Source: an optimization exercise on an open RTL-to-GDS flow (aim: small area, a short achievable clock period and few clock cycles per item). Production flows keep margins and buffers that such runs may drop. In this exercise RTL edits were held to simulation tests only and were not proved equivalent to the original. Power and IR drop assume default switching activity.

[design/flow/design.v]
`timescale 1ns/1ps
`default_nettype none
package md5Pkg;
	typedef logic [31:0] md5Word;
	typedef logic [3:0] byteLen;
	typedef logic [6:0] cycIdx;
	typedef logic [7:0] apbAddr;
	localparam md5Word initA = 32'h67452301;
	localparam md5Word initB = 32'hefcdab89;
	localparam md5Word initC = 32'h98badcfe;
	localparam md5Word initD = 32'h10325476;
	localparam cycIdx lastCyc = 7'd67;
	localparam cycIdx idleCyc = 7'd68;
	localparam apbAddr guessAddr0 = 8'h00;
	localparam apbAddr lenAddr = 8'h10;
	localparam apbAddr ctrlAddr = 8'h14;
	localparam apbAddr digestAddr0 = 8'h20;
endpackage
`default_nettype wire
`timescale 1ns/1ps
`default_nettype none
module md5ApbRegs (
	input logic clk,
	input logic rst,
	input logic psel,
	input logic penable,
	input logic pwrite,
	input md5Pkg::apbAddr paddr,
	input md5Pkg::md5Word pwdata,
	output md5Pkg::md5Word prdata,
	output logic pready,
	output logic pslverr,
	output md5Pkg::md5Word guess0,
	output md5Pkg::md5Word guess1,
	output md5Pkg::md5Word guess2,
	output md5Pkg::md5Word guess3,
	output md5Pkg::byteLen guessLen,
	output logic [3:0] guessValid,
	output logic startReq,
	input logic busy,
	input logic done,
	output logic [1:0] digestIdx,
	input md5Pkg::md5Word digestWord
);
	md5Pkg::md5Word guessReg [4];
	md5Pkg::byteLen lenReg;
	logic [3:0] validReg;
	logic wrEn;
	logic aligned;
	logic guessHit;
	logic lenHit;
	logic ctrlHit;
	logic digestHit;
	logic mapped;
	md5Pkg::md5Word rdMux;
	md5Pkg::md5Word rdReg;
	logic errReg;
	assign wrEn = psel && penable && pwrite;
	assign aligned = paddr[1:0] == 2'b00;
	assign guessHit = aligned && (paddr[7:4] == md5Pkg::guessAddr0[7:4]);
	assign digestHit = aligned && (paddr[7:4] == md5Pkg::digestAddr0[7:4]);
	assign lenHit = paddr == md5Pkg::lenAddr;
	assign ctrlHit = paddr == md5Pkg::ctrlAddr;
	assign mapped = guessHit || digestHit || lenHit || ctrlHit;
	assign startReq = wrEn && ctrlHit && pwdata[0];
	always_ff @(posedge clk) begin
		if (wrEn && guessHit)
			guessReg[paddr[3:2]] <= pwdata;
	end
	always_ff @(posedge clk) begin
		if (rst) begin
			validReg <= '0;
			lenReg <= '0;
		end else if (wrEn) begin
			if (guessHit)
				validReg[paddr[3:2]] <= 1'b1;
			if (lenHit)
				lenReg <= pwdata[3:0];
		end
	end
	assign guess0 = guessReg[0];
	assign guess1 = guessReg[1];
	assign guess2 = guessReg[2];
	assign guess3 = guessReg[3];
	assign guessLen = lenReg;
	assign guessValid = validReg;
	always_comb begin
		rdMux = '0;
		if (guessHit)
			rdMux = validReg[paddr[3:2]] ? guessReg[paddr[3:2]] : '0;
		else if (lenHit)
			rdMux = {28'b0, lenReg};
		else if (ctrlHit)
			rdMux = {30'b0, done, busy};
		else if (digestHit)
			rdMux = digestWord;
	end
	assign digestIdx = paddr[3:2];
	always_ff @(posedge clk) begin
		rdReg <= rdMux;
		errReg <= !mapped;
	end
	assign pready = 1'b1;
	assign pslverr = errReg;
	assign prdata = rdReg;
endmodule
`default_nettype wire
`timescale 1ns/1ps
`default_nettype none
module md5Control (
	input logic clk,
	input logic rst,
	input logic startReq,
	output logic busy,
	output logic done,
	output md5Pkg::cycIdx cyc,
	output logic isLoad,
	output logic isStep,
	output logic [1:0] rotCoarse,
	output logic [1:0] rotFine
);
	logic start;
	logic [1:0] fine;
	assign start = !busy && startReq;
	always_ff @(posedge clk) begin
		if (rst) begin
			busy <= 1'b0;
			done <= 1'b0;
			cyc <= md5Pkg::idleCyc;
		end else if (busy) begin
			if (cyc == md5Pkg::lastCyc) begin
				busy <= 1'b0;
				done <= 1'b1;
			end
			cyc <= cyc + 7'd1;
		end else if (start) begin
			busy <= 1'b1;
			done <= 1'b0;
			cyc <= '0;
		end else begin
			cyc <= {cyc[6:2], cyc[1:0] + 2'd1};
		end
	end
	always_comb begin
		case ({cyc[5:4], cyc[1:0]})
			4'd0: fine = 2'd3;
			4'd1: fine = 2'd3;
			4'd2: fine = 2'd3;
			4'd3: fine = 2'd2;
			4'd4: fine = 2'd1;
			4'd5: fine = 2'd0;
			4'd6: fine = 2'd0;
			4'd7: fine = 2'd0;
			4'd8: fine = 2'd0;
			4'd9: fine = 2'd2;
			4'd10: fine = 2'd2;
			4'd11: fine = 2'd3;
			4'd12: fine = 2'd2;
			4'd13: fine = 2'd1;
			4'd14: fine = 2'd1;
			default: fine = 2'd1;
		endcase
	end
	always_ff @(posedge clk) begin
		isLoad <= start && !rst;
		isStep <= busy && !rst && !cyc[6];
		rotCoarse <= cyc[1:0];
		rotFine <= fine;
	end
endmodule
`default_nettype wire
`timescale 1ns/1ps
`default_nettype none
module md5MessagePad (
	input logic clk,
	input md5Pkg::md5Word guess0,
	input md5Pkg::md5Word guess1,
	input md5Pkg::md5Word guess2,
	input md5Pkg::md5Word guess3,
	input md5Pkg::byteLen guessLen,
	input logic [3:0] guessValid,
	input logic isLoad,
	input md5Pkg::cycIdx cyc,
	output md5Pkg::md5Word msgWord
);
	logic [3:0][31:0] block;
	md5Pkg::byteLen blockLen;
	logic [3:0] blockValid;
	logic [4:0] msgSel;
	md5Pkg::md5Word srcWord;
	md5Pkg::byteLen srcLen;
	logic srcValid;
	md5Pkg::md5Word padWord;
	always_ff @(posedge clk) begin
		if (isLoad) begin
			block[0] <= guess0;
			block[1] <= guess1;
			block[2] <= guess2;
			block[3] <= guess3;
			blockLen <= guessLen;
			blockValid <= guessValid;
		end
	end
	always_comb begin
		msgSel = 5'd16;
		if (cyc < 7'd16)
			msgSel = {1'b0, cyc[3:0]};
		else if (cyc < 7'd32)
			msgSel = {1'b0, 4'(5 * cyc[3:0] + 4'd1)};
		else if (cyc < 7'd48)
			msgSel = {1'b0, 4'(3 * cyc[3:0] + 4'd5)};
		else if (cyc < 7'd64)
			msgSel = {1'b0, 4'(7 * cyc[3:0])};
	end
	always_comb begin
		if (isLoad) begin
			srcWord = guess0;
			srcLen = guessLen;
			srcValid = guessValid[0];
		end else begin
			srcWord = block[msgSel[1:0]];
			srcLen = blockLen;
			srcValid = blockValid[msgSel[1:0]];
		end
	end
	always_comb begin
		for (int j = 0; j < 4; j++) begin
			if (srcValid && ({msgSel[1:0], 2'(j)} < srcLen))
				padWord[8 * j +: 8] = srcWord[8 * j +: 8];
			else if ({msgSel[1:0], 2'(j)} == srcLen)
				padWord[8 * j +: 8] = 8'h80;
			else
				padWord[8 * j +: 8] = 8'h00;
		end
	end
	always_comb begin
		if (msgSel < 5'd4)
			msgWord = padWord;
		else if (msgSel == 5'd14)
			msgWord = {25'b0, blockLen, 3'b000};
		else
			msgWord = '0;
	end
endmodule
`default_nettype wire
`timescale 1ns/1ps
`default_nettype none
module md5RoundStep (
	input logic clk,
	input md5Pkg::cycIdx cyc,
	input logic isLoad,
	input logic isStep,
	input logic [1:0] rotCoarse,
	input logic [1:0] rotFine,
	input md5Pkg::md5Word msgWord,
	output md5Pkg::md5Word stateB,
	output md5Pkg::md5Word stateC,
	output md5Pkg::md5Word stateD,
	output md5Pkg::md5Word stateP
);
	md5Pkg::md5Word bReg;
	md5Pkg::md5Word cReg;
	md5Pkg::md5Word dReg;
	md5Pkg::md5Word pReg;
	md5Pkg::md5Word xReg;
	md5Pkg::md5Word yReg;
	md5Pkg::md5Word xNext;
	md5Pkg::md5Word yNext;
	md5Pkg::md5Word funcVal;
	md5Pkg::md5Word stepSum;
	md5Pkg::md5Word coarse;
	md5Pkg::md5Word rotated;
	md5Pkg::md5Word newB;
	md5Pkg::md5Word sineVal;
	md5Pkg::md5Word dOp;
	md5Pkg::md5Word nextP;
	always_comb begin
		case (cyc[5:4])
			2'd0: begin
				xNext = bReg;
				yNext = cReg;
			end
			2'd1: begin
				xNext = bReg | cReg;
				yNext = bReg & ~cReg;
			end
			2'd2: begin
				xNext = ~(bReg ^ cReg);
				yNext = bReg ^ cReg;
			end
			default: begin
				xNext = ~bReg;
				yNext = ~(bReg ^ cReg);
			end
		endcase
	end
	always_ff @(posedge clk) begin
		if (isLoad) begin
			xReg <= md5Pkg::initC;
			yReg <= md5Pkg::initD;
		end else begin
			xReg <= xNext;
			yReg <= yNext;
		end
	end
	assign funcVal = (bReg & xReg) | (~bReg & yReg);
	assign stepSum = funcVal + pReg;
	always_comb begin
		case (rotCoarse)
			2'd0: coarse = {stepSum[27:0], stepSum[31:28]};
			2'd1: coarse = {stepSum[22:0], stepSum[31:23]};
			2'd2: coarse = {stepSum[17:0], stepSum[31:18]};
			default: coarse = {stepSum[11:0], stepSum[31:12]};
		endcase
		case (rotFine)
			2'd0: rotated = coarse;
			2'd1: rotated = {coarse[30:0], coarse[31]};
			2'd2: rotated = {coarse[29:0], coarse[31:30]};
			default: rotated = {coarse[28:0], coarse[31:29]};
		endcase
	end
	assign newB = bReg + rotated;
	always_comb begin
		case (cyc)
			7'd0: sineVal = 32'h3eafc779;
			7'd1: sineVal = 32'he8c7b756;
			7'd2: sineVal = 32'h242070db;
			7'd3: sineVal = 32'hc1bdceee;
			7'd4: sineVal = 32'hf57c0faf;
			7'd5: sineVal = 32'h4787c62a;
			7'd6: sineVal = 32'ha8304613;
			7'd7: sineVal = 32'hfd469501;
			7'd8: sineVal = 32'h698098d8;
			7'd9: sineVal = 32'h8b44f7af;
			7'd10: sineVal = 32'hffff5bb1;
			7'd11: sineVal = 32'h895cd7be;
			7'd12: sineVal = 32'h6b901122;
			7'd13: sineVal = 32'hfd987193;
			7'd14: sineVal = 32'ha679438e;
			7'd15: sineVal = 32'h49b40821;
			7'd16: sineVal = 32'hf61e2562;
			7'd17: sineVal = 32'hc040b340;
			7'd18: sineVal = 32'h265e5a51;
			7'd19: sineVal = 32'he9b6c7aa;
			7'd20: sineVal = 32'hd62f105d;
			7'd21: sineVal = 32'h02441453;
			7'd22: sineVal = 32'hd8a1e681;
			7'd23: sineVal = 32'he7d3fbc8;
			7'd24: sineVal = 32'h21e1cde6;
			7'd25: sineVal = 32'hc33707d6;
			7'd26: sineVal = 32'hf4d50d87;
			7'd27: sineVal = 32'h455a14ed;
			7'd28: sineVal = 32'ha9e3e905;
			7'd29: sineVal = 32'hfcefa3f8;
			7'd30: sineVal = 32'h676f02d9;
			7'd31: sineVal = 32'h8d2a4c8a;
			7'd32: sineVal = 32'hfffa3942;
			7'd33: sineVal = 32'h8771f681;
			7'd34: sineVal = 32'h6d9d6122;
			7'd35: sineVal = 32'hfde5380c;
			7'd36: sineVal = 32'ha4beea44;
			7'd37: sineVal = 32'h4bdecfa9;
			7'd38: sineVal = 32'hf6bb4b60;
			7'd39: sineVal = 32'hbebfbc70;
			7'd40: sineVal = 32'h289b7ec6;
			7'd41: sineVal = 32'heaa127fa;
			7'd42: sineVal = 32'hd4ef3085;
			7'd43: sineVal = 32'h04881d05;
			7'd44: sineVal = 32'hd9d4d039;
			7'd45: sineVal = 32'he6db99e5;
			7'd46: sineVal = 32'h1fa27cf8;
			7'd47: sineVal = 32'hc4ac5665;
			7'd48: sineVal = 32'hf4292244;
			7'd49: sineVal = 32'h432aff97;
			7'd50: sineVal = 32'hab9423a7;
			7'd51: sineVal = 32'hfc93a039;
			7'd52: sineVal = 32'h655b59c3;
			7'd53: sineVal = 32'h8f0ccc92;
			7'd54: sineVal = 32'hffeff47d;
			7'd55: sineVal = 32'h85845dd1;
			7'd56: sineVal = 32'h6fa87e4f;
			7'd57: sineVal = 32'hfe2ce6e0;
			7'd58: sineVal = 32'ha3014314;
			7'd59: sineVal = 32'h4e0811a1;
			7'd60: sineVal = 32'hf7537e82;
			7'd61: sineVal = 32'hbd3af235;
			7'd62: sineVal = 32'h2ad7d2bb;
			7'd63: sineVal = 32'heb86d391;
			7'd64: sineVal = 32'h67452301;
			7'd65: sineVal = 32'h10325476;
			7'd66: sineVal = 32'h98badcfe;
			7'd67: sineVal = 32'hefcdab89;
			default: sineVal = '0;
		endcase
	end
	assign dOp = isLoad ? '0 : dReg;
	assign nextP = dOp + msgWord + sineVal;
	always_ff @(posedge clk) begin
		pReg <= nextP;
		if (isLoad) begin
			bReg <= md5Pkg::initB;
			cReg <= md5Pkg::initC;
			dReg <= md5Pkg::initD;
		end else begin
			bReg <= isStep ? newB : pReg;
			cReg <= bReg;
			dReg <= cReg;
		end
	end
	assign stateB = bReg;
	assign stateC = cReg;
	assign stateD = dReg;
	assign stateP = pReg;
endmodule
`default_nettype wire
`timescale 1ns/1ps
`default_nettype none
module md5DigestAdd (
	input logic done,
	input logic [1:0] phase,
	input logic [1:0] wordIdx,
	input md5Pkg::md5Word stateB,
	input md5Pkg::md5Word stateC,
	input md5Pkg::md5Word stateD,
	input md5Pkg::md5Word stateP,
	output md5Pkg::md5Word digestWord
);
	logic [1:0] slot;
	assign slot = wordIdx + phase + 2'd2;
	always_comb begin
		case (slot)
			2'd0: digestWord = stateB;
			2'd1: digestWord = stateC;
			2'd2: digestWord = stateD;
			default: digestWord = stateP;
		endcase
		if (!done)
			digestWord = '0;
	end
endmodule
`default_nettype wire
`timescale 1ns/1ps
`default_nettype none
module md5Hasher (
	input logic clk,
	input logic rst,
	input logic psel,
	input logic penable,
	input logic pwrite,
	input md5Pkg::apbAddr paddr,
	input md5Pkg::md5Word pwdata,
	output md5Pkg::md5Word prdata,
	output logic pready,
	output logic pslverr
);
	md5Pkg::md5Word guess0;
	md5Pkg::md5Word guess1;
	md5Pkg::md5Word guess2;
	md5Pkg::md5Word guess3;
	md5Pkg::byteLen guessLen;
	logic [3:0] guessValid;
	logic startReq;
	logic busy;
	logic done;
	md5Pkg::cycIdx cyc;
	md5Pkg::md5Word msgWord;
	md5Pkg::md5Word stateB;
	md5Pkg::md5Word stateC;
	md5Pkg::md5Word stateD;
	md5Pkg::md5Word stateP;
	logic isLoad;
	logic isStep;
	logic [1:0] rotCoarse;
	logic [1:0] rotFine;
	logic [1:0] digestIdx;
	md5Pkg::md5Word digestWord;
	md5ApbRegs apbRegs (
		.clk(clk),
		.rst(rst),
		.psel(psel),
		.penable(penable),
		.pwrite(pwrite),
		.paddr(paddr),
		.pwdata(pwdata),
		.prdata(prdata),
		.pready(pready),
		.pslverr(pslverr),
		.guess0(guess0),
		.guess1(guess1),
		.guess2(guess2),
		.guess3(guess3),
		.guessLen(guessLen),
		.guessValid(guessValid),
		.startReq(startReq),
		.busy(busy),
		.done(done),
		.digestIdx(digestIdx),
		.digestWord(digestWord)
	);
	md5Control control (
		.clk(clk),
		.rst(rst),
		.startReq(startReq),
		.busy(busy),
		.done(done),
		.cyc(cyc),
		.isLoad(isLoad),
		.isStep(isStep),
		.rotCoarse(rotCoarse),
		.rotFine(rotFine)
	);
	md5MessagePad messagePad (
		.clk(clk),
		.guess0(guess0),
		.guess1(guess1),
		.guess2(guess2),
		.guess3(guess3),
		.guessLen(guessLen),
		.guessValid(guessValid),
		.isLoad(isLoad),
		.cyc(cyc),
		.msgWord(msgWord)
	);
	md5RoundStep roundStep (
		.clk(clk),
		.cyc(cyc),
		.isLoad(isLoad),
		.isStep(isStep),
		.rotCoarse(rotCoarse),
		.rotFine(rotFine),
		.msgWord(msgWord),
		.stateB(stateB),
		.stateC(stateC),
		.stateD(stateD),
		.stateP(stateP)
	);
	md5DigestAdd digestAdd (
		.done(done),
		.phase(cyc[1:0]),
		.wordIdx(digestIdx),
		.stateB(stateB),
		.stateC(stateC),
		.stateD(stateD),
		.stateP(stateP),
		.digestWord(digestWord)
	);
endmodule
`default_nettype wire
[design/flow/run.sh]
#!/bin/bash
# synth_recipe.tcl (not shown) runs the flow's synth.tcl, then flattens the netlist and writes it again
# the make line also repeats each setting of config.mk as NAME=value (left out here)
make -C /OpenROAD-flow-scripts/flow DESIGN_CONFIG=/design/flow/config.mk WORK_HOME=/design/flow/orfs CLKGATE_MAP_FILE= SYNTH_SCRIPT=/design/flow/synth_recipe.tcl finish
[design/flow/config.mk]
export PLATFORM = sky130hd
export DESIGN_NAME = md5Hasher
export DESIGN_NICKNAME = md5Hasher
export VERILOG_FILES = /design/flow/design.v
export SDC_FILE = /design/flow/constraint.sdc
export NUM_CORES = 4
export LEC_CHECK = 0
export CAP_MARGIN = 20
export CORE_MARGIN = 2
export CORE_UTILIZATION = 60
export PLACE_DENSITY = 0.7
export SETUP_SLACK_MARGIN = 4
export SLEW_MARGIN = 20
[design/flow/constraint.sdc]
create_clock -name core_clock -period 10.0 [get_ports {clk}]
set_input_delay 2.0000 -clock core_clock [delete_from_list [all_inputs] [get_ports {clk}]]
set_output_delay 2.0000 -clock core_clock [all_outputs]
set_load 0.01 [all_outputs]
==> impl_metrics.tcl, run 1 <==
set metrics [dict create \
    timing.reg2reg.setup_slack_ps 3850 \
    finalCritPeriodShare_pct 61.5 \
    dp_cells 3970 \
    rr_endpoint "roundStep.bReg[26]" \
    netlist_area_um2 32400 \
    yosys_warnings 5 \
    place_congestion 1.01 \
    core_um2 53600 \
    critPathLaunchType "flip-flop" \
    floorplan.initialDensity_pct 60.4 \
    max_slew_margin_pct 27.7 \
    power.density_nw_per_um2 278 \
    cts_buffer_depth 3 \
    h-tree-depth 2 \
    hp-start "apbRegs.guessReg[3][6]" \
    crit_type "flip-flop to flip-flop" \
    clock-root-buffer "clkbuf_16" \
    drt-initial-drc-count 3424 \
    nNetsFinal 3680 \
    ys_async_sr_fraction_pct 0 \
    track_usage_pct 37.8 \
    hold_violations 0 \
    synth.area.top_cells "edfxtp_1 (24%), dfxtp_1 (16%), ha_1 (7.3%), mux4_2 (6.1%), nand2_1 (4.2%)" \
    grt_pass1_wl_um 161000 \
    drive_gt1_share_pct 16.7 \
    drv_cap 0 \
    port_buffers 77 \
    rr_worst_depth 26 \
    rows 85 \
    synth_edf_count 260 \
    wl_per_cell_um 26.0 \
    fillers 3976 \
    die_area_um2 55800 \
    ios 79 \
    required_ps 10500 \
    seqPwrFrac_pct 26.0 \
    finalPower_mw 10.3 \
    sw_frac_of_total_pct 42.7 \
    whs_path_depth 0 \
    numCtsBuffers 53 \
    p_comb_share_pct 55.3 \
    crit_family "compound AO/OA/AOI/OAI gates" \
    vias_per_cell 6.71 \
    rsz0062_at_grt "true" \
    peakVddDrop_uv 207 \
    cts_tree "done" \
    clock_power_share_pct 18.8 \
    slowest_stage "dfxtp_4" \
    instances_no_fill 4148 \
    p_switching_mw 4.40 \
    intPower_mw 5.91 \
    clock_sinks 512 \
    slew_violations 0 \
    syn_inst 3398 \
    synth_top_area_share_pct 24.1 \
    antenna_found_initial 8 \
    synthTopCellsByCount "nand2_1 (364), nor2_1 (296), edfxtp_1 (260)" \
    critPathMaxStageDelay_ps 370 \
    grt_pass1_vias 26500 \
    syn_nets 3670 \
    num_vias 27800 \
    yosysTopAreaCell "edfxtp_1" \
    dpl_cell_area_um2 33600 \
    synthFlopType "edfxtp_1" \
    die_h_um 236 \
    drc 0 \
    outcome "finished clean" \
    grt-ovfl-total 0 \
    leakage_nw 14.4 \
    drt-total-wl_um 108000 \
    cp.arrival_ps 6660 \
    die_w_um 236 \
    crit_path_end_kind "flip-flop" \
    clkLatencyLatePin_ps 630 \
    fin_crit_ps 6150 \
    grt_max_degree 196 \
    crit-reg2reg-launch "roundStep.bReg[0]" \
    multi_input_comb_area_um2 19000 \
    holdWs_ps 441 \
    max_freq_mhz 163 \
    hpwl_um 73400 \
    ys_ff_latch 512 \
    hold_path.class "flip-flop to flip-flop" \
    dr.pass1.iters 6 \
    ff_latch_area_um2 12900 \
    avgSynthCellArea_um2 9.53 \
    finalSetupViolations 0 \
    yosysSeqAreaShare_pct 39.7 \
    fin_skew_ps 64.1 \
    synth.most_common_cell "nand2_1" \
    worstMarginPinSlew_ps 1070 \
    crit_fanout 5 \
    highest_layer "met5" \
    ant_nets 0 \
    clk_pin_slew_ps 60 \
    route.met3.wl_um 11600 \
    design_area_um2 37100 \
    dr_wl_met2_um 48800 \
    synth.distinct_cells 85 \
    min_to "messagePad.block[102]" \
    cp_num_buf_inv 4 \
    worst_path_most_repeated_cell "buf_4" \
    wl_met1_um 43300 \
    synthToLayoutAreaGrowth_pct 14.6 \
    finalSetupTns_ps 0 \
]
## power groups by stage
stage                     registers, mW  clock network (mW)  logic, mW
final                              2.68                1.93       5.70
after global routing               2.69                2.02       6.05
after CTS                          2.66                1.95       5.14
after detailed placement           2.70                   0       4.70
after global placement             2.69                   0       4.62
after floorplan                    2.59                   0       3.46
## routing by layer
metal | track usage, % | vias up
li1 | - | 12400
met1 | 52.0 | 13600
met2 | 59.3 | 1641
met3 | 8.44 | 260
met4 | 13.0 | 6
met5 | 0 | -
## placed cells by master (no fill, tap or decap), drive strengths merged, types with 70 or more instances in the layout
cell / n
nand2: 364
buf: 114
a211oi: 110
mux4: 88
inv: 182
edfxtp: 260
clkdlybuf4s50: 75
nand3: 79
a21oi: 223
mux2i: 110
o21ai: 213
xnor2: 70
dfxtp: 252
nor2: 297
clkbuf: 76
ha: 190
## flip-flops by register name, summed over array words and instances (netlist names), 7 cells and up
name / count
apbRegs.guessReg: 128
messagePad.block: 128
apbRegs.rdReg: 32
roundStep.bReg: 32
roundStep.cReg: 32
roundStep.dReg: 32
roundStep.pReg: 32
roundStep.xReg: 32
roundStep.yReg: 32
control.cyc: 7
## how the worst max path moves through the flow
stage | endpoint | startpoint | cells past startpoint
after floorplan | roundStep.pReg[28] | control.cyc[0] | 31
after global placement | roundStep.pReg[28] | control.cyc[0] | 28
after detailed placement | roundStep.pReg[28] | control.cyc[0] | 28
after CTS | roundStep.pReg[28] | control.cyc[1] | 28
after global routing | roundStep.bReg[26] | roundStep.bReg[12] | 23
final | roundStep.bReg[26] | roundStep.bReg[0] | 26
## stage by stage
step                      util [%]  setup slack (ps)
after floorplan                  -              3990
after global placement        62.7              3060
after detailed placement      62.7              2840
after CTS                     67.6              3940
after global routing          69.2              3700
final                         69.2              3850
## worst register-to-register path: cells and delay by family (launching register included)
| kind | cells | cell delay [ps] |
|---|---|---|
| xor gates and xnor gates | 1 | 100 |
| adders and majority gates | 3 | 900 |
| DFF | 1 | 370 |
| buffers and inverters | 4 | 570 |
| muxes | 3 | 800 |
| AOI/OAI and AO/OA | 15 | 3300 |
## area by class of cell
cell class	instances	area share, %
repair buffers	193	5.05
clock inverters	20	0.577
inverters	186	2.05
well taps	696	2.35
flip-flops and latches	512	34.8
clock buffers	76	3.99
diodes	3	0.0202
multi-input cells	2462	51.2
## cells by family (layout without fill, tap and decap cells)
logic type	after synthesis	count (layout)	synth area share [%]
compound gates	891	891	18.1
xor+xnor	94	94	2.54
fa+ha+maj	227	227	9.63
buf+inv	425	475	4.94
flops	512	512	39.7
mux	241	241	11.0
other cells	1	4	0.0116
simple gates	1007	1008	14.0
## timing repair
item,CTS,global route
gates cloned,5,0
endpoints found under the setup margin,48,35
pin swaps,28,62
hold buffers,0,0
gates resized for setup,112,126
buffers inserted,36,38
Testbench counts, summed over its fixed seeds: cycles 30,800, items 384.
==> run 2, diff against run 1 <==
--- a/design/flow/config.mk
+++ b/design/flow/config.mk
@@ -7,7 +7,7 @@
 export LEC_CHECK = 0
 export CAP_MARGIN = 20
 export CORE_MARGIN = 2
-export CORE_UTILIZATION = 60
-export PLACE_DENSITY = 0.7
+export CORE_UTILIZATION = 75
+export PLACE_DENSITY = 0.85
 export SETUP_SLACK_MARGIN = 4
 export SLEW_MARGIN = 20
==> impl_metrics.tcl, run 2 <==
set metrics [dict create \
    outcome "did not finish" \
    stop_stage "5_1_grt" \
    error_line "[ERROR GRT-0232] Routing congestion too high. Check the congestion heatmap in the GUI." \
    synth_top_area_share_pct 24.1 \
    grt-worst-endpoint "roundStep.pReg[28]$_DFF_P_/D" \
    die_h_um 212 \
    syn_inst 3398 \
    synth.area.top_cells "edfxtp_1 (24%), dfxtp_1 (16%), ha_1 (7.3%), mux4_2 (6.1%), nand2_1 (4.2%)" \
    cts_hold_buffers 0 \
    clock-root-buffer "clkbuf_16" \
    port_buffers 77 \
    ios 79 \
    h-tree-depth 2 \
    synth_mux_area_share_pct 11.0 \
    synth_xor_area_share_pct 2.54 \
    synth.most_common_cell "nand2_1" \
    dpl_cell_area_um2 33400 \
    dp_cells 3821 \
    endpoint_type "sequential cell input" \
    clock_sinks 512 \
    syn_nets 3670 \
    synth_edf_count 260 \
    synth_compound_area_share_pct 18.1 \
    synth.distinct_cells 85 \
    yosysSeqAreaShare_pct 39.7 \
    synth_top_family_by_area "compound AO/OA/AOI/OAI gates" \
    grt_max_degree 105 \
    synthTopCellsByCount "nand2_1 (364), nor2_1 (296), edfxtp_1 (260)" \
    die_w_um 212 \
    netlist_area_um2 32400 \
    ys_ff_latch 512 \
    ys_async_sr_fraction_pct 0 \
    place_congestion 1.07 \
    hpwl_um 74800 \
    numCtsBuffers 51 \
    yosysTopAreaCell "edfxtp_1" \
    avgSynthCellArea_um2 9.53 \
    synthFlopType "edfxtp_1" \
    track_usage_pct 91.9 \
    synthSimpleGateAreaFrac_pct 14.0 \
    grt-ovfl-total 813 \
    cts_buffer_depth 3 \
    floorplan.initialDensity_pct 75.6 \
    synth-adder-area-share_pct 9.63 \
    yosys_warnings 5 \
    rows 76 \
]
-- run 2: cell counts after synthesis --
No cell type changed its count.
-- run 2: power groups by stage --
| stage | Clock [mW] | Sequential, mW | Combinational [mW] |
|---|---|---|---|
| 2_1_floorplan | 0 | 2.59 | 3.46 |
| 3_5_place_dp | 0 | 2.70 | 4.65 |
| 4_1_cts | 2.19 | 2.68 | 5.12 |
| 3_3_place_gp | 0 | 2.68 | 4.48 |
-- run 2: metal layers --
layer / GRT usage [%] / GRT overflow
met1: 89.4 / 30
met2: 101 / 431
met4: 96.5 / 307
met5: 70.4 / 5
met3: 83.5 / 40
-- run 2: cells by family after synthesis --
family | Yosys count
muxes | 241
DFF | 512
and+or+nand+nor | 1007
AOI/OAI and AO/OA | 891
other | 1
adders and majority gates | 227
buffers and inverters | 425
xor gates and xnor gates | 94
-- run 2: repair_timing --
| action | 4_1_cts |
|---|---|
| buffers inserted | 68 |
| gates cloned | 3 |
| pin swaps | 52 |
| setup endpoints to repair | 48 |
| gates resized for setup | 144 |
-- run 2: worst max-delay path by stage --
| stage | startpoint | to | cells after the start |
|---|---|---|---|
| after global placement | control.cyc[2] | roundStep.pReg[31] | 27 |
| after floorplan | control.cyc[0] | roundStep.pReg[28] | 31 |
| after CTS | control.cyc[2] | roundStep.pReg[31] | 29 |
| after detailed placement | control.cyc[2] | roundStep.pReg[28] | 24 |
-- run 2: through the flow --
stage          total power, mW  worst slack (ps)
2_1_floorplan             6.05              3990
3_3_place_gp              7.16              3190
3_5_place_dp              7.35              3090
4_1_cts                   9.99              3970
==> run 3, diff against run 2 <==
--- a/design/flow/config.mk
+++ b/design/flow/config.mk
@@ -7,7 +7,7 @@
 export LEC_CHECK = 0
 export CAP_MARGIN = 20
 export CORE_MARGIN = 2
-export CORE_UTILIZATION = 75
-export PLACE_DENSITY = 0.85
-export SETUP_SLACK_MARGIN = 4
+export CORE_UTILIZATION = 60
+export PLACE_DENSITY = 0.7
+export SETUP_SLACK_MARGIN = 4.5
 export SLEW_MARGIN = 20
==> impl_metrics.tcl, run 3 <==
set metrics [dict create \
    outcome "finished clean" \
    crit_fanout 9 \
    synthTopCellsByCount "nand2_1 (364), nor2_1 (296), edfxtp_1 (260)" \
    final_common_cell "nand2_1" \
    cp.arrival_ps 6720 \
    die_area_um2 55800 \
    clock_sinks 512 \
    clkLatencyLatePin_ps 610 \
    drc 0 \
    slowest_stage "mux4_2" \
    clk_pin_slew_ps 60 \
    rows 85 \
    peakVddDrop_uv 223 \
    p_comb_share_pct 57.6 \
    synth_edf_count 260 \
    finalCritPeriodShare_pct 62.3 \
    holdWs_ps 440 \
    grt_pass1_vias 26700 \
    drt-initial-drc-count 3801 \
    place_congestion 1.03 \
    final_cell_mix "nand2_1 (352), nor2_1 (283), edfxtp_1 (260), dfxtp_1 (219), a21oi_1 (190)" \
    nNetsFinal 3747 \
    avgSynthCellArea_um2 9.53 \
    leakage_nw 15.0 \
    synth.area.top_cells "edfxtp_1 (24%), dfxtp_1 (16%), ha_1 (7.3%), mux4_2 (6.1%), nand2_1 (4.2%)" \
    clock-root-buffer "clkbuf_16" \
    clock_power_share_pct 18.6 \
    port_buffers 77 \
    track_usage_pct 37.7 \
    seqPwrFrac_pct 23.8 \
    drt-total-wl_um 110000 \
    synth.distinct_cells 85 \
    wl_per_cell_um 26.0 \
    fin_crit_ps 6230 \
    vias_per_cell 6.73 \
    synthToLayoutAreaGrowth_pct 19.0 \
    die_w_um 236 \
    syn_nets 3670 \
    synth.most_common_cell "nand2_1" \
    synthFlopType "edfxtp_1" \
    intPower_mw 6.48 \
    drive_gt1_share_pct 21.0 \
    critPathMaxStageDelay_ps 560 \
    power.density_nw_per_um2 292 \
    sw_frac_of_total_pct 42.4 \
    ios 79 \
    dp_cells 3967 \
    hpwl_um 72500 \
    fin_skew_ps 29.4 \
    design_area_um2 38500 \
    hold_violations 0 \
    instances_no_fill 4219 \
    ys_async_sr_fraction_pct 0 \
    cts_buffer_depth 3 \
    yosysTopAreaCell "edfxtp_1" \
    p_switching_mw 4.78 \
    cp_cell_sequence "mux2_2 -> ha_2 -> a211oi_4 -> o21bai_2 -> or3_1 -> a211oi_4 -> nor3_2 -> a211oi_2 -> xnor2_2 -> buf_4 -> a31o_4 -> mux4_2 -> ha_4 -> a21o_1 -> a21o_1 -> a21oi_1 -> o21ai_0 -> a21oi_2 -> o211ai_1 -> buf_4 -> o41ai_2 -> xnor2_1 -> a211o_1" \
    critPathLaunchType "flip-flop" \
    cts_hold_buffers 0 \
    grt_max_degree 195 \
    dr.pass1.iters 6 \
    drv_cap 0 \
    finalSetupTns_ps 0 \
    slew_violations 0 \
    yosys_warnings 5 \
    num_vias 28400 \
    crit_path_end_kind "flip-flop" \
    die_h_um 236 \
    h-tree-depth 2 \
    floorplan.initialDensity_pct 60.4 \
    required_ps 10490 \
    hold_path.class "flip-flop to flip-flop" \
    core_um2 53600 \
    cts_tree "done" \
    ys_ff_latch 512 \
    grt-ovfl-total 0 \
    yosysSeqAreaShare_pct 39.7 \
    worstMarginPinSlew_ps 976 \
    grt_pass1_wl_um 162000 \
    syn_inst 3398 \
    max_freq_mhz 160 \
    crit_type "flip-flop to flip-flop" \
    max_slew_margin_pct 34.4 \
    finalSetupViolations 0 \
    finalPower_mw 11.3 \
    dpl_cell_area_um2 33700 \
    netlist_area_um2 32400 \
    numCtsBuffers 54 \
    ant_nets 0 \
    antenna_found_initial 6 \
    rsz0062_at_grt "true" \
    synth_top_area_share_pct 24.1 \
]
-- run 3: cell type report --
class,instances,area [um^2]
multi-input cells,2462,19600
fillers,3733,15100
flip-flops and latches,512,12900
repair buffers,256,2450
clock buffers,66,1430
well taps,696,871
inverters,186,773
clock inverters,33,435
repair inverters,3,41.3
diodes,5,12.5
-- run 3: cells by family (layout without fill, tap and decap cells) --
logic type,after synthesis,in the layout,synth area share [%]
xor gates and xnor gates,94,94,2.54
other,1,6,0.0116
and+or+nand+nor,1007,1007,14.0
adders and majority gates,227,227,9.63
buffers and inverters,425,544,4.94
AOI/OAI and AO/OA,891,892,18.1
DFF,512,512,39.7
muxes,241,241,11.0
-- run 3: power by group through the flow --
stage               clock (mW)  sequential (mW)  combinational (mW)
floorplan                    0             2.59                3.52
global placement             0             2.70                4.65
detailed placement           0             2.71                4.75
CTS                       2.10             2.66                5.43
global route              2.19             2.70                6.80
finish                    2.09             2.68                6.49
-- run 3: repair_timing --
action / in CTS / in global routing
gates resized for setup: 175 / 202
setup buffers: 101 / 41
pin swaps: 97 / 110
cloned: 5 / 1
endpoints found under the setup margin: 54 / 43
-- run 3: per-layer routing --
layer	up-vias	part of all wire, %	GRT usage [%]
met5	-	0.023	0
met4	4	4.3	13.4
met3	338	11	9.23
met2	1690	45	59.0
met1	13800	39	51.3
li1	12500	-	-
-- run 3: path summary, 6_finish.rpt --
check | startpoint | to | slack [ps] | depth (start not counted)
max | roundStep.bReg[15] | roundStep.bReg[26] | 3770 | 23
max reg2reg | roundStep.bReg[15] | roundStep.bReg[26] | 3770 | 23
min reg2reg | apbRegs.guessReg[2][30] | messagePad.block[94] | 440 | 0
min | apbRegs.guessReg[2][30] | messagePad.block[94] | 440 | 0
-- run 3: per-stage QoR --
step           setup slack (ps)  util, %
2_1_floorplan              4210        -
3_3_place_gp               3190     62.9
5_1_grt                    3660     71.8
6_report                   3770     71.8
4_1_cts                    3930     69.5
3_5_place_dp               3030     62.9
-- run 3: worst max-delay path: cells and delay by family (launching register included) --
family | cells | cell delay (ps)
fa+ha+maj | 2 | 640
compound gates | 13 | 2950
flops | 1 | 400
simple gates | 2 | 530
xor+xnor | 2 | 300
mux | 2 | 930
buf+inv | 2 | 350
==> run 4, diff against run 3 <==
--- a/design/flow/config.mk
+++ b/design/flow/config.mk
@@ -8,6 +8,8 @@
 export CAP_MARGIN = 20
 export CORE_MARGIN = 2
 export CORE_UTILIZATION = 60
+export CTS_CLUSTER_DIAMETER = 150
+export CTS_CLUSTER_SIZE = 30
 export PLACE_DENSITY = 0.7
-export SETUP_SLACK_MARGIN = 4.5
+export SETUP_SLACK_MARGIN = 4
 export SLEW_MARGIN = 20
==> impl_metrics.tcl, run 4 <==
set metrics [dict create \
    outcome "finished clean" \
    leakage_nw 14.1 \
    holdWs_ps 442 \
    synthTopCellsByCount "nand2_1 (364), nor2_1 (296), edfxtp_1 (260)" \
    grt_pass1_vias 25900 \
    max_slew_margin_pct 27.3 \
    clock-root-buffer "clkbuf_16" \
    die_area_um2 55800 \
    fin_skew_ps 33.8 \
    finalSetupTns_ps 0 \
    port_buffers 77 \
    critPathLaunchType "flip-flop" \
    hold_path.class "flip-flop to flip-flop" \
    h-tree-depth 1 \
    crit_family "compound AO/OA/AOI/OAI gates" \
    yosysTopAreaCell "edfxtp_1" \
    grt_pass1_wl_um 158000 \
    worstMarginPinSlew_ps 1080 \
    cts_tree "done" \
    drive_gt1_share_pct 17.1 \
    crit_path_end_kind "flip-flop" \
    synth.most_common_cell "nand2_1" \
    drt-initial-drc-count 3490 \
    finalPower_mw 9.86 \
    numCtsBuffers 22 \
    crit_fanout 8 \
    max_freq_mhz 166 \
    place_congestion 1.01 \
    cp_num_buf_inv 1 \
    ios 79 \
    drv_cap 0 \
    cts_buffer_depth 3 \
    hpwl_um 73400 \
    power.density_nw_per_um2 269 \
    clk_pin_slew_ps 120 \
    die_h_um 236 \
    avgSynthCellArea_um2 9.53 \
    fin_crit_ps 6030 \
    syn_nets 3670 \
    track_usage_pct 37.0 \
    setup_ws_ps 3970 \
    drc 0 \
    cp_cell_sequence "mux2_2 -> ha_1 -> o211ai_1 -> o211ai_1 -> buf_4 -> nand4_1 -> a31oi_2 -> xor2_2 -> nand2_1 -> a32oi_2 -> mux2i_2 -> a22oi_1 -> ha_2 -> a211oi_4 -> o21bai_1 -> a21oi_2 -> o31ai_4 -> a21oi_2 -> o211ai_1 -> o41ai_2 -> xnor2_1 -> a211o_1" \
    synth.distinct_cells 85 \
    intPower_mw 5.46 \
    crit_type "flip-flop to flip-flop" \
    yosysSeqAreaShare_pct 39.7 \
    wl_per_cell_um 26.1 \
    dr.pass1.iters 8 \
    ant_nets 0 \
    worst_path_most_repeated_cell "o211ai_1" \
    num_vias 27600 \
    syn_inst 3398 \
    critPathMaxStageDelay_ps 460 \
    p_comb_share_pct 61.4 \
    die_w_um 236 \
    synth_edf_count 260 \
    core_um2 53600 \
    seqPwrFrac_pct 27.1 \
    cp.arrival_ps 6520 \
    grt-ovfl-total 0 \
    synth_top_area_share_pct 24.1 \
    synthFlopType "edfxtp_1" \
    yosys_warnings 5 \
    peakVddDrop_uv 199 \
    rsz0062_at_grt "true" \
    final_cell_mix "nand2_1 (360), nor2_1 (289), edfxtp_1 (260), dfxtp_1 (219), a21oi_1 (200)" \
    finalSetupViolations 0 \
    drt-total-wl_um 107000 \
    ys_async_sr_fraction_pct 0 \
    sw_frac_of_total_pct 44.6 \
    fillers 4062 \
    clkLatencyLatePin_ps 620 \
    p_switching_mw 4.40 \
    nNetsFinal 3668 \
    rows 85 \
    finish.utilization_pct 68.3 \
    finalCritPeriodShare_pct 60.3 \
    final_common_cell "nand2_1" \
    required_ps 10480 \
    synthToLayoutAreaGrowth_pct 13.1 \
    slowest_stage "dfxtp_2" \
    slew_violations 0 \
    pre_cts_ws_ps 2840 \
    clock_power_share_pct 11.4 \
    netlist_area_um2 32400 \
    vias_per_cell 6.72 \
    hold_violations 0 \
    synth.area.top_cells "edfxtp_1 (24%), dfxtp_1 (16%), ha_1 (7.3%), mux4_2 (6.1%), nand2_1 (4.2%)" \
    ys_ff_latch 512 \
    grt_max_degree 196 \
    clock_sinks 512 \
    floorplan.initialDensity_pct 60.4 \
    antenna_found_initial 4 \
]
-- run 4: changes by cell type in the layout (fill, tap and decap cells not counted), moves of 7 or more --
| cell | delta |
|---|---|
| a21oi_1 | +10 |
| a21oi_2 | -7 |
| buf_4 | -17 |
| buf_6 | -25 |
| bufinv_16 | -8 |
| clkbuf_16 | -32 |
| clkinv_2 | -9 |
| ha_1 | +9 |
| ha_2 | -8 |
| nand2_1 | +8 |
| nand2_2 | -8 |
| o21ai_0 | +14 |
| o21ai_1 | -7 |
| xnor2_2 | -7 |
-- run 4: what timing repair did --
| item | 4_1_cts | 5_1_grt |
|---|---|---|
| cloned | 5 | 0 |
| setup endpoints to repair | 48 | 32 |
| pin swaps | 34 | 71 |
| hold buffers | 0 | 0 |
| hold endpoints to repair | 0 | 0 |
| gates resized for setup | 129 | 172 |
| setup buffers | 38 | 55 |
-- run 4: per-stage QoR --
stage | instances | instance area [um^2]
6_report | 4108 | 36600
5_1_grt | 4105 | 36600
3_5_place_dp | 3970 | 33600
2_1_floorplan | 3398 | 32600
3_3_place_gp | 3970 | 33600
4_1_cts | 4050 | 35300
-- run 4: path summary, 6_finish.rpt --
kind / from / end / slack [ps] / cells past startpoint
setup reg to reg: roundStep.bReg[4] / roundStep.bReg[26] / 3970 / 22
setup / recovery: roundStep.bReg[4] / roundStep.bReg[26] / 3970 / 22
hold reg to reg: apbRegs.guessReg[3][16] / messagePad.block[112] / 440 / 0
hold / removal: apbRegs.guessReg[3][16] / messagePad.block[112] / 440 / 0
-- run 4: kinds of logic (layout without fill, tap and decap cells) --
| group | count (synthesis) | count (layout) | share of synthesized area (%) |
|---|---|---|---|
| simple gates | 1007 | 1008 | 14.0 |
| compound gates | 891 | 891 | 18.1 |
| flops | 512 | 512 | 39.7 |
| buf+inv | 425 | 435 | 4.94 |
| mux | 241 | 241 | 11.0 |
| fa+ha+maj | 227 | 227 | 9.63 |
| xor+xnor | 94 | 94 | 2.54 |
| other cells | 1 | 4 | 0.0116 |
-- run 4: layer usage --
metal  up-vias  routed length, um  GRT usage, %
met5         -                  0             0
met1     13500              43000          51.8
met4         0               3670          10.9
met2      1537              49000          58.6
met3       223              11400          7.05
li1      12300                  -             -
-- run 4: cell type report --
type,count,area [um^2],area share [%]
clock inverter,5,108,0.294
clock buffer,32,588,1.61
multi-input combinational,2462,19300,52.7
sequential,512,12900,35.3
antenna,3,7.51,0.0205
inverter,186,769,2.10
tap,696,871,2.38
timing repair buffer,212,2020,5.53
-- run 4: worst register-to-register path: cells and delay by family, from the launching register on --
| kind | cells | cell delay (ps) |
|---|---|---|
| flip-flops | 1 | 460 |
| AO/OA/AOI/OAI | 13 | 3210 |
| XOR/XNOR | 2 | 430 |
| adder cells (fa/ha/maj) | 2 | 760 |
| buffers and inverters | 1 | 200 |
| multiplexers | 2 | 520 |
| AND/OR/NAND/NOR | 2 | 320 |
-- run 4: power by group through the flow --
stage | combinational [mW] | sequential (mW) | clock (mW)
floorplan | 3.46 | 2.59 | 0
global placement | 4.62 | 2.69 | 0
detailed placement | 4.70 | 2.70 | 0
CTS | 5.16 | 2.65 | 1.14
global route | 6.39 | 2.70 | 1.20
finish | 6.06 | 2.68 | 1.13
==> run 5, diff against run 4 <==
--- a/design/flow/config.mk
+++ b/design/flow/config.mk
@@ -11,5 +11,5 @@
 export CTS_CLUSTER_DIAMETER = 150
 export CTS_CLUSTER_SIZE = 30
 export PLACE_DENSITY = 0.7
-export SETUP_SLACK_MARGIN = 4
+export SETUP_SLACK_MARGIN = 3.5
 export SLEW_MARGIN = 20
==> impl_metrics.tcl, run 5 <==
set metrics [dict create \
    fin_skew_ps 34.1 \
    max_slew_margin_pct 26.6 \
    port_buffers 77 \
    crit_fanout 5 \
    worstMarginPinSlew_ps 1100 \
    antenna_found_initial 6 \
    yosysSeqAreaShare_pct 39.7 \
    finalSetupViolations 0 \
    fillers 4322 \
    num_vias 26800 \
    avgSynthCellArea_um2 9.53 \
    synthFlopType "edfxtp_1" \
    grt_max_degree 178 \
    clock_sinks 512 \
    grt_pass1_vias 25500 \
    place_congestion 1.03 \
    setup_ws_ps 3640 \
    synth.distinct_cells 85 \
    synth_top_area_share_pct 24.1 \
    hpwl_um 72500 \
    drive_gt1_share_pct 12.0 \
    drt-total-wl_um 102000 \
    finalSetupTns_ps 0 \
    critPathLaunchType "flip-flop" \
    required_ps 10490 \
    netlist_area_um2 32400 \
    busiest_layer "met2" \
    drc 0 \
    yosys_warnings 5 \
    grt-ovfl-total 0 \
    finalPower_mw 9.04 \
    max_freq_mhz 157 \
    ant_nets 0 \
    crit_type "flip-flop to flip-flop" \
    floorplan.initialDensity_pct 60.4 \
    grt_pass1_wl_um 153000 \
    grtUsageMet3_pct 8.10 \
    rsz0062_at_grt "false" \
    ys_async_sr_fraction_pct 0 \
    numCtsBuffers 22 \
    core_um2 53600 \
    vias_per_cell 6.62 \
    h-tree-depth 1 \
    drv_cap 0 \
    clkLatencyLatePin_ps 610 \
    syn_nets 3670 \
    cts_hold_buffers 0 \
    die_area_um2 55800 \
    peakVddDrop_uv 210 \
    drt-initial-drc-count 2925 \
    hold_path.class "flip-flop to flip-flop" \
    hold_violations 0 \
    rows 85 \
    dr.pass1.iters 6 \
    synthToLayoutAreaGrowth_pct 8.37 \
    die_h_um 236 \
    final_common_cell "nand2_1" \
    synth.most_common_cell "nand2_1" \
    crit_path_end_kind "flip-flop" \
    cts_buffer_depth 3 \
    rr_worst_depth 22 \
    leakage_nw 13.6 \
    cp.arrival_ps 6850 \
    whs_path_depth 0 \
    holdWs_ps 447 \
    power.density_nw_per_um2 258 \
    final_cell_mix "nand2_1 (363), nor2_1 (290), edfxtp_1 (260), dfxtp_1 (231), a21oi_1 (213)" \
    fin_crit_ps 6360 \
    wl_per_cell_um 25.2 \
    track_usage_pct 35.5 \
    clock-root-buffer "clkbuf_16" \
    die_w_um 236 \
    yosysTopAreaCell "edfxtp_1" \
    synth.area.top_cells "edfxtp_1 (24%), dfxtp_1 (16%), ha_1 (7.3%), mux4_2 (6.1%), nand2_1 (4.2%)" \
    ios 79 \
    use_met2_pct 55.2 \
    outcome "finished clean" \
    synthTopCellsByCount "nand2_1 (364), nor2_1 (296), edfxtp_1 (260)" \
    pre_cts_ws_ps 2690 \
    clk_pin_slew_ps 110 \
    slew_violations 0 \
    synth_edf_count 260 \
    finalCritPeriodShare_pct 63.6 \
    syn_inst 3398 \
    met1_usage_pct 49.3 \
    cts_tree "done" \
    ys_ff_latch 512 \
    nNetsFinal 3606 \
]
run 5: cell counts after synthesis:
No cell type changed its count.
run 5: cell type report:
class | count | area [um^2] | area share, %
Multi-Input combinational cell | 2462 | 18500 | 52.7
Sequential cell | 512 | 12900 | 36.8
Timing Repair Buffer | 150 | 1430 | 4.09
Tap cell | 696 | 871 | 2.48
Inverter | 186 | 719 | 2.05
Clock buffer | 33 | 613 | 1.75
Clock inverter | 4 | 70.1 | 0.200
Antenna cell | 2 | 5.00 | 0.0143
run 5: kinds of logic (layout without fill, tap and decap cells):
family | Yosys count | after routing | synth area share, %
XOR/XNOR | 94 | 94 | 2.54
AO/OA/AOI/OAI | 891 | 891 | 18.1
flip-flops | 512 | 512 | 39.7
multiplexers | 241 | 241 | 11.0
buffers and inverters | 425 | 373 | 4.94
adder cells (fa/ha/maj) | 227 | 227 | 9.63
other | 1 | 3 | 0.0116
AND/OR/NAND/NOR | 1007 | 1008 | 14.0
run 5: worst paths after layout:
check                                        startpoint                   end  slack, ps
worst max-delay path                  roundStep.bReg[0]    roundStep.bReg[26]       3640
worst min-delay path            apbRegs.guessReg[1][15]  messagePad.block[47]        450
worst max register to register        roundStep.bReg[0]    roundStep.bReg[26]       3640
worst min register to register  apbRegs.guessReg[1][15]  messagePad.block[47]        450
run 5: critical path, cell delays in order (launching register included):
cell and delay [ps]:
dfxtp_4 390, mux2_2 340, ha_2 210, fa_2 390, a211o_1 310, a21bo_2 240
a31o_4 250, a211oi_4 410, nor3_2 90, a211oi_2 300, xnor2_2 160, mux4_2 530
mux4_2 520, ha_4 210, a211oi_4 230, o21bai_1 120, a21oi_2 280, o31ai_4 100
a21oi_2 230, o211ai_1 190, o41ai_2 330, xnor2_1 100, a211o_1 290
run 5: stage by stage:
step                      utilization (%)  instances  cell area, um^2
after CTS                            64.6       4030            34600
after floorplan                         -       3398            32500
after detailed placement             62.5       3969            33500
after global placement               62.5       3969            33500
after global routing                 65.4       4043            35100
final                                65.4       4045            35100
run 5: metal layers:
metal | wire length (um) | up-vias
met3 | 10100 | 223
met1 | 42900 | 13100
met2 | 45400 | 1328
li1 | - | 12200
met5 | 36 | -
met4 | 3490 | 6
run 5: what timing repair did:
item	in CTS	in global routing
setup endpoints to repair	34	30
buffers inserted	23	13
resized for setup	52	77
cloned	1	0
pin swaps	11	19
run 5: report_power, final:
part	switching (mW)	leakage (nW)	internal, mW
clock network	0.675	0.327	0.446
logic	3.13	8.86	2.12
registers	0.221	4.43	2.44
==> run 6, diff against run 5 <==
--- a/design/flow/config.mk
+++ b/design/flow/config.mk
@@ -8,8 +8,8 @@
 export CAP_MARGIN = 20
 export CORE_MARGIN = 2
 export CORE_UTILIZATION = 60
-export CTS_CLUSTER_DIAMETER = 150
-export CTS_CLUSTER_SIZE = 30
+export CTS_CLUSTER_DIAMETER = 120
+export CTS_CLUSTER_SIZE = 22
 export PLACE_DENSITY = 0.7
-export SETUP_SLACK_MARGIN = 3.5
+export SETUP_SLACK_MARGIN = 4
 export SLEW_MARGIN = 20
==> impl_metrics.tcl, run 6 <==
set metrics [dict create \
    ys_ff_latch 512 \
    yosys_warnings 5 \
    synth.distinct_cells 85 \
    cts_tree "done" \
    multi_input_comb_area_um2 19000 \
    die_h_um 236 \
    slew_violations 0 \
    pre_cts_ws_ps 2840 \
    grt_pass1_vias 26100 \
    ant_nets 0 \
    final_common_cell "nand2_1" \
    wl_per_cell_um 25.9 \
    path_depth 22 \
    core_um2 53600 \
    final_cell_mix "nand2_1 (358), nor2_1 (292), edfxtp_1 (260), dfxtp_1 (219), a21oi_1 (204)" \
    synthTopCellsByCount "nand2_1 (364), nor2_1 (296), edfxtp_1 (260)" \
    critPathMaxStageDelay_ps 550 \
    critPathLaunch "roundStep.bReg[9]" \
    max_slew_margin_pct 27.3 \
    clkLatencyLatePin_ps 620 \
    synth.most_common_cell "nand2_1" \
    place_congestion 1.01 \
    slowest_stage "mux4_2" \
    drt-total-wl_um 106000 \
    drc 0 \
    timing.reg2reg.setup_slack_ps 3940 \
    leakage_nw 14.1 \
    max_freq_mhz 165 \
    crit-reg2reg-launch "roundStep.bReg[9]" \
    grt_pass1_wl_um 159000 \
    syn_inst 3398 \
    rsz0062_at_grt "true" \
    setup_ws_ps 3940 \
    fin_skew_ps 34.1 \
    netlist_area_um2 32400 \
    ys_async_sr_fraction_pct 0 \
    drive_gt1_share_pct 16.4 \
    synthFlopType "edfxtp_1" \
    cts_hold_buffers 0 \
    rows 85 \
    crit_family "compound AO/OA/AOI/OAI gates" \
    nNetsFinal 3669 \
    finalSetupTns_ps 0 \
    fin_crit_ps 6060 \
    cts_buffer_depth 3 \
    rr_endpoint "roundStep.bReg[26]" \
    grt_max_degree 196 \
    clock_sinks 512 \
    rr_worst_depth 22 \
    drv_cap 0 \
    crit_type "flip-flop to flip-flop" \
    vias_per_cell 6.68 \
    hold_path.class "flip-flop to flip-flop" \
    ff_latch_area_um2 12900 \
    dr.pass1.iters 5 \
    worstMarginPinSlew_ps 1080 \
    die_w_um 236 \
    hpwl_um 73400 \
    setup.worst_path.end "roundStep.bReg[26]" \
    track_usage_pct 37.1 \
    outcome "finished clean" \
    yosysTopAreaCell "edfxtp_1" \
    required_ps 10500 \
    yosysSeqAreaShare_pct 39.7 \
    clk_pin_slew_ps 110 \
    numCtsBuffers 27 \
    finalSetupViolations 0 \
    floorplan.initialDensity_pct 60.4 \
    num_vias 27500 \
    grt-ovfl-total 0 \
    antenna_found_initial 7 \
    cp_num_buf_inv 2 \
    synth_top_area_share_pct 24.1 \
    clock-root-buffer "clkbuf_16" \
    synthToLayoutAreaGrowth_pct 12.5 \
    port_buffers 77 \
    drt-initial-drc-count 3368 \
    peakVddDrop_uv 182 \
    crit_path_end_kind "flip-flop" \
    h-tree-depth 1 \
    critPathLaunchType "flip-flop" \
    die_area_um2 55800 \
    crit_fanout 6 \
    ios 79 \
    hold_violations 0 \
    fillers 4110 \
    cp.arrival_ps 6560 \
    synth.area.top_cells "edfxtp_1 (24%), dfxtp_1 (16%), ha_1 (7.3%), mux4_2 (6.1%), nand2_1 (4.2%)" \
    finalCritPeriodShare_pct 60.6 \
    cp_cell_sequence "mux2_2 -> ha_1 -> o21ai_0 -> nor2_1 -> a31oi_1 -> nand4_1 -> a21boi_2 -> nor2_1 -> xnor2_1 -> mux4_2 -> mux4_2 -> ha_1 -> nand4_1 -> buf_6 -> inv_1 -> a31oi_1 -> o21ai_0 -> a21oi_2 -> o211ai_1 -> o41ai_2 -> xnor2_1 -> a211o_1" \
    synth_edf_count 260 \
    power.density_nw_per_um2 267 \
    avgSynthCellArea_um2 9.53 \
    syn_nets 3670 \
]
run 6: cell counts after synthesis:
No cell type changed its count.
run 6: worst min path at each step:
stage | start | to | slack, ps | cells past startpoint
after floorplan | control.cyc[1] | control.rotCoarse[1] | 410 | 0
after global placement | apbRegs.guessReg[3][26] | messagePad.block[122] | 420 | 0
after detailed placement | apbRegs.guessReg[2][7] | messagePad.block[71] | 430 | 0
after CTS | apbRegs.guessReg[2][7] | messagePad.block[71] | 440 | 0
after global routing | apbRegs.guessReg[3][16] | messagePad.block[112] | 450 | 0
final | apbRegs.guessReg[2][7] | messagePad.block[71] | 440 | 0
run 6: worst reg2reg max path: stages, from the launching register on:
cell	delay (ps)
dfxtp_2	430
mux2_2	370
ha_1	370
o21ai_0	280
nor2_1	70
a31oi_1	340
nand4_1	300
a21boi_2	320
nor2_1	90
xnor2_1	180
mux4_2	550
mux4_2	550
ha_1	380
nand4_1	180
buf_6	150
inv_1	50
a31oi_1	150
o21ai_0	130
a21oi_2	210
o211ai_1	180
o41ai_2	260
xnor2_1	120
a211o_1	290
run 6: final cells by class:
class	instances	share of cell area, %
Antenna cell	6	0.0412
Clock buffer	42	2.07
Clock inverter	2	0.0997
Inverter	186	2.12
Multi-Input combinational cell	2462	52.3
Sequential cell	512	35.5
Tap cell	696	2.39
Timing Repair Buffer	208	5.50
run 6: where the power goes:
group	switching [mW]	total, mW	internal, mW	leakage (nW)
Sequential	0.231	2.67	2.44	4.44
Clock	0.687	1.21	0.527	0.378
Combinational	3.36	5.82	2.46	9.25
run 6: per-layer routing:
layer  routed length, um  up-vias  GRT usage [%]
met1               43700    13500           52.2
li1                    -    12300              -
met4                3800        0           11.2
met2               48400     1516           58.8
met3               10500      227           6.64
met5                   0        -              0
run 6: stage by stage:
stage	utilization [%]	area, um^2	std cells	hold slack [ps]	power (mW)
6_report	67.9	36400	4114	437	9.71
4_1_cts	66.4	35600	4078	437	9.14
5_1_grt	67.9	36400	4108	445	10.1
3_5_place_dp	62.7	33600	3970	428	7.40
2_1_floorplan	-	32600	3398	409	6.05
3_3_place_gp	62.7	33600	3970	422	7.31
run 6: timing repair:
item                       in CTS  in global routing
cloned                          5                  0
pin swaps                      49                 56
setup buffers                  59                 30
setup endpoints to repair      46                 34
gates resized for setup       141                116
run 6: logic make-up after synthesis:
kind of cell,after synthesis,synth area share (%)
AND/OR/NAND/NOR,1007,14.0
AO/OA/AOI/OAI,891,18.1
buffers and inverters,425,4.94
flip-flops,512,39.7
other,1,0.0116
multiplexers,241,11.0
adder cells (fa/ha/maj),227,9.63
XOR/XNOR,94,2.54
==> run 7, diff against run 6 <==
--- a/design/flow/config.mk
+++ b/design/flow/config.mk
@@ -5,11 +5,11 @@
 export SDC_FILE = /design/flow/constraint.sdc
 export NUM_CORES = 4
 export LEC_CHECK = 0
-export CAP_MARGIN = 20
+export CAP_MARGIN = 5
 export CORE_MARGIN = 2
 export CORE_UTILIZATION = 60
 export CTS_CLUSTER_DIAMETER = 120
 export CTS_CLUSTER_SIZE = 22
 export PLACE_DENSITY = 0.7
 export SETUP_SLACK_MARGIN = 4
-export SLEW_MARGIN = 20
+export SLEW_MARGIN = 5
==> impl_metrics.tcl, run 7 <==
set metrics [dict create \
    outcome "finished clean" \
    drv_cap 0 \
    grt_pass1_wl_um 159000 \
    finalSetupViolations 0 \
    grt_pass1_vias 26100 \
    finalSetupTns_ps 0 \
    yosys_warnings 5 \
    synthToLayoutAreaGrowth_pct 12.5 \
    leakage_nw 14.1 \
    synthFlopType "edfxtp_1" \
    critPathLaunchType "flip-flop" \
    fin_skew_ps 34.1 \
    nNetsFinal 3669 \
    whs_path_depth 0 \
    vias_per_cell 6.68 \
    avgSynthCellArea_um2 9.53 \
    h-tree-depth 1 \
    cts_buffer_depth 3 \
    setup_ws_ps 3940 \
    cp.arrival_ps 6560 \
    wl_per_cell_um 25.9 \
    yosysSeqAreaShare_pct 39.7 \
    max_slew_margin_pct 27.3 \
    hpwl_um 73400 \
    die_h_um 236 \
    hp-start "apbRegs.guessReg[2][7]" \
    drt-total-wl_um 106000 \
    crit_type "flip-flop to flip-flop" \
    syn_nets 3670 \
    core_um2 53600 \
    die_w_um 236 \
    synth.distinct_cells 85 \
    clkLatencyLatePin_ps 620 \
    grt_max_degree 196 \
    hold_violations 0 \
    drc 0 \
    synth.area.top_cells "edfxtp_1 (24%), dfxtp_1 (16%), ha_1 (7.3%), mux4_2 (6.1%), nand2_1 (4.2%)" \
    netlist_area_um2 32400 \
    timing.reg2reg.setup_slack_ps 3940 \
    numCtsBuffers 27 \
    critPathMaxStageDelay_ps 550 \
    dr.pass1.iters 5 \
    ios 79 \
    synth_top_area_share_pct 24.1 \
    hold_path.class "flip-flop to flip-flop" \
    required_ps 10500 \
    clock_sinks 512 \
    fin_crit_ps 6060 \
    crit_path_end_kind "flip-flop" \
    drt-initial-drc-count 3368 \
    dp_cells 3970 \
    holdWs_ps 437 \
    floorplan.initialDensity_pct 60.4 \
    power.density_nw_per_um2 267 \
    num_vias 27500 \
    drive_gt1_share_pct 16.4 \
    syn_inst 3398 \
    ys_ff_latch 512 \
    finish.utilization_pct 67.9 \
    max_freq_mhz 165 \
    final_cell_mix "nand2_1 (358), nor2_1 (292), edfxtp_1 (260), dfxtp_1 (219), a21oi_1 (204)" \
    ant_nets 0 \
    grt-ovfl-total 0 \
    cts_hold_buffers 0 \
    antenna_found_initial 7 \
    yosysTopAreaCell "edfxtp_1" \
    peakVddDrop_uv 182 \
    clock-root-buffer "clkbuf_16" \
    slowest_stage "mux4_2" \
    pre_cts_ws_ps 2840 \
    track_usage_pct 37.1 \
    rr_worst_depth 22 \
    finalCritPeriodShare_pct 60.6 \
    final_common_cell "nand2_1" \
    ys_async_sr_fraction_pct 0 \
    min_to "messagePad.block[71]" \
    synth_edf_count 260 \
    crit_fanout 6 \
    cp_cell_sequence "mux2_2 -> ha_1 -> o21ai_0 -> nor2_1 -> a31oi_1 -> nand4_1 -> a21boi_2 -> nor2_1 -> xnor2_1 -> mux4_2 -> mux4_2 -> ha_1 -> nand4_1 -> buf_6 -> inv_1 -> a31oi_1 -> o21ai_0 -> a21oi_2 -> o211ai_1 -> o41ai_2 -> xnor2_1 -> a211o_1" \
    synth.most_common_cell "nand2_1" \
    crit-reg2reg-launch "roundStep.bReg[9]" \
    instances_no_fill 4114 \
    port_buffers 77 \
    worstMarginPinSlew_ps 1080 \
    slew_violations 0 \
    fillers 4110 \
    cts_tree "done" \
    rows 85 \
    die_area_um2 55800 \
    rsz0062_at_grt "true" \
    clk_pin_slew_ps 110 \
    place_congestion 1.01 \
    synthTopCellsByCount "nand2_1 (364), nor2_1 (296), edfxtp_1 (260)" \
    rr_endpoint "roundStep.bReg[26]" \
]
## run 7: cell counts in the layout (fill, tap and decap cells not counted)
Identical to the previous run, type by type.
## run 7: area by class of cell
| type | instances | area [um^2] | share of cell area [%] |
|---|---|---|---|
| clock buffers | 42 | 753 | 2.07 |
| flip-flops and latches | 512 | 12900 | 35.5 |
| multi-input cells | 2462 | 19000 | 52.3 |
| inverters | 186 | 773 | 2.12 |
| diodes | 6 | 15.0 | 0.0412 |
| repair buffers | 208 | 2000 | 5.50 |
| clock inverters | 2 | 36.3 | 0.0997 |
| well taps | 696 | 871 | 2.39 |
## run 7: timing repair
item                       4_1_cts  5_1_grt
gates cloned                     5        0
buffers inserted                59       30
setup endpoints to repair       46       34
resized for setup              141      116
pin swaps                       49       56
## run 7: cells by family after synthesis
logic type | after synthesis | share of synthesized area [%]
and+or+nand+nor | 1007 | 14.0
AOI/OAI and AO/OA | 891 | 18.1
DFF | 512 | 39.7
buffers and inverters | 425 | 4.94
muxes | 241 | 11.0
adders and majority gates | 227 | 9.63
xor gates and xnor gates | 94 | 2.54
other | 1 | 0.0116
## run 7: layer usage
metal	global-route usage, %	up-vias	routed length [um]
met1	52.2	13500	43700
li1	-	12300	-
met3	6.64	227	10500
met5	0	-	0
met2	58.8	1516	48400
met4	11.2	0	3800
## run 7: where the power goes
part	leakage [nW]	internal [mW]	switching, mW
combinational	9.25	2.46	3.36
clock	0.378	0.527	0.687
sequential	4.44	2.44	0.231
total	14.1	5.43	4.28
## run 7: worst max-delay path by stage
stage                  startpoint  slack (ps)            endpoint
2_1_floorplan      control.cyc[0]        3990  roundStep.pReg[28]
3_3_place_gp       control.cyc[0]        3060  roundStep.pReg[28]
3_5_place_dp       control.cyc[0]        2840  roundStep.pReg[28]
4_1_cts        roundStep.bReg[23]        4000  roundStep.bReg[26]
5_1_grt        roundStep.bReg[11]        3730  roundStep.bReg[16]
6_report        roundStep.bReg[9]        3940  roundStep.bReg[26]
## run 7: per-stage QoR
step / cell area [um^2] / power, mW
after floorplan: 32600 / 6.05
after global placement: 33600 / 7.31
after detailed placement: 33600 / 7.40
after CTS: 35600 / 9.14
after global routing: 36400 / 10.1
final: 36400 / 9.71
## run 7: worst max-delay path, delay by kind of cell (launching register included)
kind / cells / cell delay, ps
AOI/OAI and AO/OA: 9 / 2160
xor gates and xnor gates: 2 / 300
adders and majority gates: 2 / 750
buffers and inverters: 2 / 200
DFF: 1 / 430
muxes: 3 / 1460
and+or+nand+nor: 4 / 640

-- port drivers added, routing unchanged --
No port has a modelled driver above. Below, the same layouts with a new extraction and two added sets of constraints.
Step 1 assumes that a clkbuf_16 drives the clock port and a buf_2 every other input.
Step 2 adds t to the input delays and takes it off the output delays; t is the mean of the earliest and latest rising clock arrival at the registers after step 1. Input paths then give back, and output paths get back, about the clock's delay inside the block.
a / b / c = ideal ports / drivers / drivers and shift; a / b = the first two.
run	t (ns)	slack for setup (ns)	worst hold slack (ns)
run 1	0.668	3.849 / 3.849 / 3.849	0.441 / 0.441 / 0.441
run 3	0.665	3.767 / 3.767 / 3.767	0.440 / 0.440 / 0.440
run 4	0.663	3.967 / 3.967 / 3.967	0.442 / 0.442 / 0.442
run 5	0.651	3.639 / 3.639 / 3.639	0.447 / 0.447 / 0.447
run 6	0.669	3.941 / 3.941 / 3.941	0.437 / 0.437 / 0.437
run 7	0.669	3.941 / 3.941 / 3.941	0.437 / 0.437 / 0.437
After both steps every run listed still meets setup and hold.
